Source: an optimization exercise on an open RTL-to-GDS flow (aim: small area). Production flows keep margins and buffers that such runs may drop.
Function was checked by simulation only, so behaviour that the tests miss may differ from the original.
No activity file was given, so power comes from the tool's default toggle rates.

==> job 8629 <==
==> flow/design.v <==
`default_nettype none
package mips_prof_pkg;
    localparam logic [2:0] c_ST_IF = 3'd0;
    localparam logic [2:0] c_ST_ID = 3'd1;
    localparam int c_NUM_CLASS = 9;
    localparam int c_NUM_STBIN = 6;
    localparam logic [5:0] c_OP_RTYPE = 6'h00;
    localparam logic [5:0] c_OP_ADDI  = 6'h08;
    localparam logic [5:0] c_OP_ORI   = 6'h0d;
    localparam logic [5:0] c_OP_BEQ   = 6'h04;
    localparam logic [5:0] c_OP_J     = 6'h02;
    localparam logic [5:0] c_OP_LW    = 6'h23;
    localparam logic [5:0] c_OP_SW    = 6'h2b;
    localparam logic [5:0] c_FN_ADD   = 6'h20;
    function automatic logic [8:0] classify_oh(input logic [31:0] word);
        logic [8:0] oh;
        logic       rt;
        rt    = (word[31:26] == c_OP_RTYPE);
        oh[0] = rt && (word[5:0] == c_FN_ADD);
        oh[1] = rt && (word[5:0] != c_FN_ADD);
        oh[2] = (word[31:26] == c_OP_ADDI);
        oh[3] = (word[31:26] == c_OP_ORI);
        oh[4] = (word[31:26] == c_OP_BEQ);
        oh[5] = (word[31:26] == c_OP_J);
        oh[6] = (word[31:26] == c_OP_LW);
        oh[7] = (word[31:26] == c_OP_SW);
        oh[8] = ~|oh[7:0];
        classify_oh = oh;
    endfunction
    function automatic logic [3:0] classify(input logic [31:0] word);
        logic [3:0] cls;
        case (word[31:26])
            c_OP_RTYPE: cls = (word[5:0] == c_FN_ADD) ? 4'd0 : 4'd1;
            c_OP_ADDI:  cls = 4'd2;
            c_OP_ORI:   cls = 4'd3;
            c_OP_BEQ:   cls = 4'd4;
            c_OP_J:     cls = 4'd5;
            c_OP_LW:    cls = 4'd6;
            c_OP_SW:    cls = 4'd7;
            default:    cls = 4'd8;
        endcase
        classify = cls;
    endfunction
endpackage
`default_nettype wire
`default_nettype none
module prof_trace_fifo #(
    parameter int DEPTH  = 16,
    parameter int DATA_W = 40
) (
    input  logic                      clk,
    input  logic                      reset,
    input  logic                      clr,
    input  logic                      push,
    input  logic [DATA_W-1:0]         push_data,
    input  logic                      pop,
    output logic                      valid,
    output logic [DATA_W-1:0]         head_data,
    output logic [$clog2(DEPTH):0]    occupancy,
    output logic                      ovf
);
    localparam int c_AW = $clog2(DEPTH);
    logic [DATA_W-1:0] r_mem [DEPTH];
    logic [c_AW:0]     r_count;
    logic              r_ovf;
    logic w_empty;
    logic w_full;
    logic w_do_pop;
    logic w_do_push;
    logic [DEPTH-1:0] w_sel;
    assign w_empty   = (r_count == '0);
    assign w_full    = r_count[c_AW];
    assign w_do_pop  = pop && !w_empty;
    assign w_do_push = push && (!w_full || w_do_pop);
    always_ff @(posedge clk) begin
        if (w_do_push && !clr) begin
            r_mem[0] <= push_data;
            for (int i = 1; i < DEPTH; i++) r_mem[i] <= r_mem[i-1];
        end
    end
    always_ff @(posedge clk or negedge reset) begin
        if (!reset) begin
            r_count <= '0;
            r_ovf   <= 1'b0;
        end else if (clr) begin
            r_count <= '0;
            r_ovf   <= 1'b0;
        end else begin
            if (w_do_push && !w_do_pop) begin
                r_count <= r_count + 1'b1;
            end else if (w_do_pop && !w_do_push) begin
                r_count <= r_count - 1'b1;
            end
            if (push && !w_do_push) begin
                r_ovf <= 1'b1;
            end
        end
    end
    always_comb begin
        head_data = '0;
        for (int i = 0; i < DEPTH; i++) begin
            w_sel[i] = (r_count == (c_AW + 1)'(i + 1));
            head_data = head_data | ({DATA_W{w_sel[i]}} & r_mem[i]);
        end
    end
    assign valid     = !w_empty;
    assign occupancy = r_count;
    assign ovf       = r_ovf;
endmodule
`default_nettype wire
`default_nettype none
module mips_exec_profiler #(
    parameter int CNT_W       = 16,
    parameter int TRACE_DEPTH = 16,
    parameter int CYC_W       = 8
) (
    input  logic                  clk,
    input  logic                  reset,
    input  logic                  prof_en,
    input  logic                  prof_clr,
    input  logic [2:0]            uc_state,
    input  logic [31:0]           instr,
    input  logic [4:0]            rd_addr,
    output logic [CNT_W-1:0]      rd_data,
    input  logic                  trace_pop,
    output logic                  trace_valid,
    output logic [4+CYC_W+32-1:0] trace_data,
    output logic                  trace_ovf
);
    localparam int c_NCNT = mips_prof_pkg::c_NUM_CLASS + mips_prof_pkg::c_NUM_STBIN + 1;
    logic [2:0]       r_prev_state;
    logic             r_armed;
    logic [31:0]      r_word;
    logic [CYC_W-1:0] r_cyc;
    logic [CNT_W-1:0] r_cnt [c_NCNT];
    logic [CNT_W-1:0] r_rd_data;
    logic             w_if_entry;
    logic             w_retire;
    logic             w_clr;
    logic [8:0]       w_cls_oh;
    logic [c_NCNT-1:0] w_inc;
    logic [CNT_W-1:0] w_status;
    logic [CNT_W-1:0] w_rd_mux;
    assign w_if_entry = (uc_state == mips_prof_pkg::c_ST_IF) && (r_prev_state != mips_prof_pkg::c_ST_IF);
    assign w_retire   = w_if_entry && r_armed && prof_en && !prof_clr;
    assign w_cls_oh   = mips_prof_pkg::classify_oh(r_word);
    assign w_clr      = prof_clr || !reset;
    always_ff @(posedge clk or negedge reset) begin
        if (!reset) begin
            r_prev_state <= mips_prof_pkg::c_ST_IF;
            r_armed      <= 1'b0;
            r_word       <= '0;
        end else begin
            r_prev_state <= uc_state;
            if (prof_clr) begin
                r_armed <= 1'b0;
            end else if (w_if_entry) begin
                r_armed <= 1'b1;
            end
            if (uc_state == mips_prof_pkg::c_ST_ID) begin
                r_word <= instr;
            end
        end
    end
    always_ff @(posedge clk) begin
        if (w_if_entry) begin
            r_cyc <= CYC_W'(1);
        end else if (r_cyc != '1) begin
            r_cyc <= r_cyc + 1'b1;
        end
    end
    always_comb begin
        for (int i = 0; i < mips_prof_pkg::c_NUM_CLASS; i++) begin
            w_inc[i] = w_retire && w_cls_oh[i];
        end
        for (int i = 0; i < mips_prof_pkg::c_NUM_STBIN; i++) begin
            w_inc[mips_prof_pkg::c_NUM_CLASS + i] = prof_en &&
                ((i == 5) ? (uc_state > 3'd4) : (uc_state == 3'(i)));
        end
        w_inc[c_NCNT-1] = prof_en;
    end
    for (genvar g = 0; g < c_NCNT; g++) begin : g_cnt
        always_ff @(posedge clk) begin
            if (w_clr) begin
                r_cnt[g] <= '0;
            end else if (w_inc[g] && (r_cnt[g] != '1)) begin
                r_cnt[g] <= r_cnt[g] + 1'b1;
            end
        end
    end
    localparam int c_OCC_W = $clog2(TRACE_DEPTH) + 1;
    logic [CYC_W+32-1:0] w_head;
    logic [c_OCC_W-1:0]  w_occ;
    logic [3:0]          w_head_cls;
    prof_trace_fifo #(
        .DEPTH  (TRACE_DEPTH),
        .DATA_W (CYC_W + 32)
    ) u_trace_fifo (
        .clk       (clk),
        .reset     (reset),
        .clr       (prof_clr),
        .push      (w_retire),
        .push_data ({r_cyc, r_word}),
        .pop       (trace_pop),
        .valid     (trace_valid),
        .head_data (w_head),
        .occupancy (w_occ),
        .ovf       (trace_ovf)
    );
    assign w_head_cls = trace_valid ? mips_prof_pkg::classify(w_head[31:0]) : 4'd0;
    assign trace_data = {w_head_cls, w_head};
    assign w_status   = CNT_W'({trace_ovf, w_occ});
    always_comb begin
        w_rd_mux = '0;
        for (int i = 0; i < c_NCNT; i++) begin
            w_rd_mux = w_rd_mux | ({CNT_W{rd_addr == 5'(i)}} & r_cnt[i]);
        end
        w_rd_mux = w_rd_mux | ({CNT_W{rd_addr == 5'd16}} & w_status);
    end
    always_ff @(posedge clk or negedge reset) begin
        if (!reset) begin
            r_rd_data <= '0;
        end else begin
            r_rd_data <= w_rd_mux;
        end
    end
    assign rd_data = r_rd_data;
endmodule
`default_nettype wire
==> flow/run.sh <==
#!/bin/bash
# synth_recipe.tcl (not shown) runs the flow's synth.tcl, then flattens the netlist and writes it again
# the make line also repeats each setting of config.mk as NAME=value (left out here)
make -C /OpenROAD-flow-scripts/flow DESIGN_CONFIG=/design/flow/config.mk WORK_HOME=/design/flow/orfs CLKGATE_MAP_FILE= SYNTH_SCRIPT=/design/flow/synth_recipe.tcl finish
==> flow/config.mk <==
export PLATFORM = sky130hd
export DESIGN_NAME = mips_exec_profiler
export DESIGN_NICKNAME = mips_exec_profiler
export VERILOG_FILES = /design/flow/design.v
export SDC_FILE = /design/flow/constraint.sdc
export NUM_CORES = 4
export LEC_CHECK = 0
export ABC_AREA = 1
export CAP_MARGIN = 20
export CORE_MARGIN = 2
export CORE_UTILIZATION = 60
export PLACE_DENSITY = 0.75
export SLEW_MARGIN = 20
==> flow/constraint.sdc <==
create_clock -name core_clock -period 6.0 [get_ports {clk}]
set_input_delay 1.2000 -clock core_clock [delete_from_list [all_inputs] [get_ports {clk}]]
set_output_delay 1.2000 -clock core_clock [all_outputs]
set_load 0.01 [all_outputs]
==> job 3078 (differences from job 8629) <==
--- a/flow/design.v
+++ b/flow/design.v
@@ -130,3 +130,3 @@
     localparam int c_NCNT = mips_prof_pkg::c_NUM_CLASS + mips_prof_pkg::c_NUM_STBIN + 1;
-    logic [2:0]       r_prev_state;
+    logic             r_prev_nif;    
     logic             r_armed;
@@ -143,3 +143,3 @@
     logic [CNT_W-1:0] w_rd_mux;
-    assign w_if_entry = (uc_state == mips_prof_pkg::c_ST_IF) && (r_prev_state != mips_prof_pkg::c_ST_IF);
+    assign w_if_entry = (uc_state == mips_prof_pkg::c_ST_IF) && r_prev_nif;
     assign w_retire   = w_if_entry && r_armed && prof_en && !prof_clr;
@@ -149,3 +149,3 @@
         if (!reset) begin
-            r_prev_state <= mips_prof_pkg::c_ST_IF;
+            r_prev_nif   <= 1'b0;
             r_armed      <= 1'b0;
@@ -153,3 +153,3 @@
         end else begin
-            r_prev_state <= uc_state;
+            r_prev_nif   <= (uc_state != mips_prof_pkg::c_ST_IF);
             if (prof_clr) begin
@@ -181,3 +181,29 @@
     end
-    for (genvar g = 0; g < c_NCNT; g++) begin : g_cnt
+    localparam int c_NCLS = mips_prof_pkg::c_NUM_CLASS;
+    logic [CNT_W-1:0] w_cls_cur;
+    logic [CNT_W-1:0] w_cls_nxt;
+    logic             w_cls_sat;
+    always_comb begin
+        w_cls_cur = '0;
+        for (int i = 0; i < c_NCLS; i++) begin
+            w_cls_cur = w_cls_cur | ({CNT_W{w_cls_oh[i]}} & r_cnt[i]);
+        end
+    end
+    assign w_cls_sat = &w_cls_cur;
+    assign w_cls_nxt = w_clr ? '0 : w_cls_cur + 1'b1;
+    for (genvar g = 0; g < c_NCLS; g++) begin : g_cls
+        always_ff @(posedge clk) begin
+            if (w_clr || (w_inc[g] && !w_cls_sat)) begin
+                r_cnt[g] <= w_cls_nxt;
+            end
+        end
+    end
+    for (genvar g = c_NCLS; g < c_NCNT; g++) begin : g_cnt
+        logic [CNT_W:0]   w_lo;
+        logic             w_en;
+        always_comb begin
+            w_lo[0] = 1'b1;
+            for (int i = 0; i < CNT_W; i++) w_lo[i+1] = w_lo[i] & r_cnt[g][i];
+        end
+        assign w_en = w_inc[g] & ~w_lo[CNT_W];
         always_ff @(posedge clk) begin
@@ -185,4 +211,4 @@
                 r_cnt[g] <= '0;
-            end else if (w_inc[g] && (r_cnt[g] != '1)) begin
-                r_cnt[g] <= r_cnt[g] + 1'b1;
+            end else begin
+                r_cnt[g] <= r_cnt[g] ^ ({CNT_W{w_en}} & w_lo[CNT_W-1:0]);
             end
==> flow/flow/run.sh (new file) <==
#!/bin/bash
# The standard ORFS layout with three changes:
#  - synthesis maps logic with the area-oriented ABC script in
#    flow/abc_area.script (everything else in the synthesis is unchanged, so
#    the registers are the standard synthesis's);
#  - port buffers use the smallest buffer cell;
#  - clock tree synthesis builds larger sink clusters without dummy loads.
# Each tool's output goes to the ORFS logs under orfs/logs; the make output
# goes to standard.log in the work folder.
set -euo pipefail
cd "$(dirname "$0")/.."
W=$(pwd)

# ORFS's synth.tcl with the ABC script swapped, and the standard flow's synthesis script
# sourcing it.
sed "s#^source \$::env(SCRIPTS_DIR)/synth_preamble.tcl\$#&\nset abc_args [lreplace \$abc_args 1 1 $W/flow/abc_area.script]#" \
    "$FLOW_HOME/scripts/synth.tcl" > "$W/synth_abc.tcl"
grep -q "abc_area.script" "$W/synth_abc.tcl"
sed "s#\$::env(SCRIPTS_DIR)/synth.tcl#$W/synth_abc.tcl#" "$W/synth_recipe.tcl" > "$W/synth_recipe_abc.tcl"
grep -q "synth_abc.tcl" "$W/synth_recipe_abc.tcl"

bash standard.sh \
    "SYNTH_SCRIPT=$W/synth_recipe_abc.tcl" \
    "BUFFER_PORTS_ARGS=-buffer_cell sky130_fd_sc_hd__buf_1" \
    "CTS_ARGS=-sink_clustering_enable -repair_clock_nets -dont_use_dummy_load -buf_list sky130_fd_sc_hd__clkbuf_16 -sink_clustering_size 30 -sink_clustering_max_diameter 70 -root_buf sky130_fd_sc_hd__clkbuf_8 -tree_buf sky130_fd_sc_hd__clkbuf_4" \
    finish > standard.log 2>&1
==> flow/flow/abc_area.script (new file) <==
strash
dc2
resub -K 8
dc2
dch -f
amap
&get -n
&st
&dch -f
&nf -R 1000
&put
topo
stime -c
dnsize -c
==> flow/standard.sh (new file) <==
#!/bin/bash
# synth_recipe.tcl (not shown) runs the flow's synth.tcl, then flattens the netlist and writes it again
# the make line also repeats each setting of config.mk as NAME=value (left out here)
make -C /OpenROAD-flow-scripts/flow DESIGN_CONFIG=/design/flow/config.mk WORK_HOME=/design/flow/orfs CLKGATE_MAP_FILE= SYNTH_SCRIPT=/design/flow/synth_recipe.tcl "${@:-finish}"
- ABC_AREA: 1 -> default
removed: flow/run.sh
==> results.txt <==
metric	job 8629	job 3078
Status	timing/DRC/antenna clean	timing/DRC/antenna clean
Wire length of the first global-routing pass	166.3 mm	143.8 mm
Count of instances resized after the clock tree is built	0	1
Synthesis-to-finish area growth	13.40%	9.561%
Non-clock buffers, area share	3.013%	2.744%
Time the final worst path needs with I/O delays and setup	5.273 ns	5.790 ns
Leading cell type by number of instances after synthesis	sky130_fd_sc_hd__nand2_1	sky130_fd_sc_hd__edfxtp_1
Register Area	25950 um^2	27350 um^2
Multi-input gate count	2580	1178
Met3 layer wire length in the routed design	9.987 mm	10.08 mm
Final cell area excluding filler cells	46510 um^2	38900 um^2
Final nets	4317	2451
Leakage power of the design	16.22 nW	12.52 nW
Die boundary width	265.5 um	247.3 um
Part of the total power dissipated in sequential elements	43.8%	57.4%
Buffers plus inverters on the worst setup path	5	1
H-tree depth	3	2

## re-timing with driven ports
The flow's constraints put no driver on any port. The routed layouts listed below were extracted and timed again, unchanged, in two steps. Step 1, drivers: a clkbuf_16 drives clk and a buf_2 each remaining input, both assumed. Step 2 times the ports against the registers' clock, not the clock port: input delays grow and output delays shrink by t, the midpoint of the rising clock arrivals with the driver on. Slacks: ideal ports / drivers / drivers and shift; pairs: ideal ports / drivers.
run	t (ns)	slack for setup (ns)	worst data-port slew with drivers (ns)	cell pins on the clock port's net
job 8629	0.722	0.727 / 0.668 / 1.390	0.12	1
job 3078	0.784	0.210 / 0.150 / 0.539	0.14	1
After both steps setup and hold are still met in every run listed.
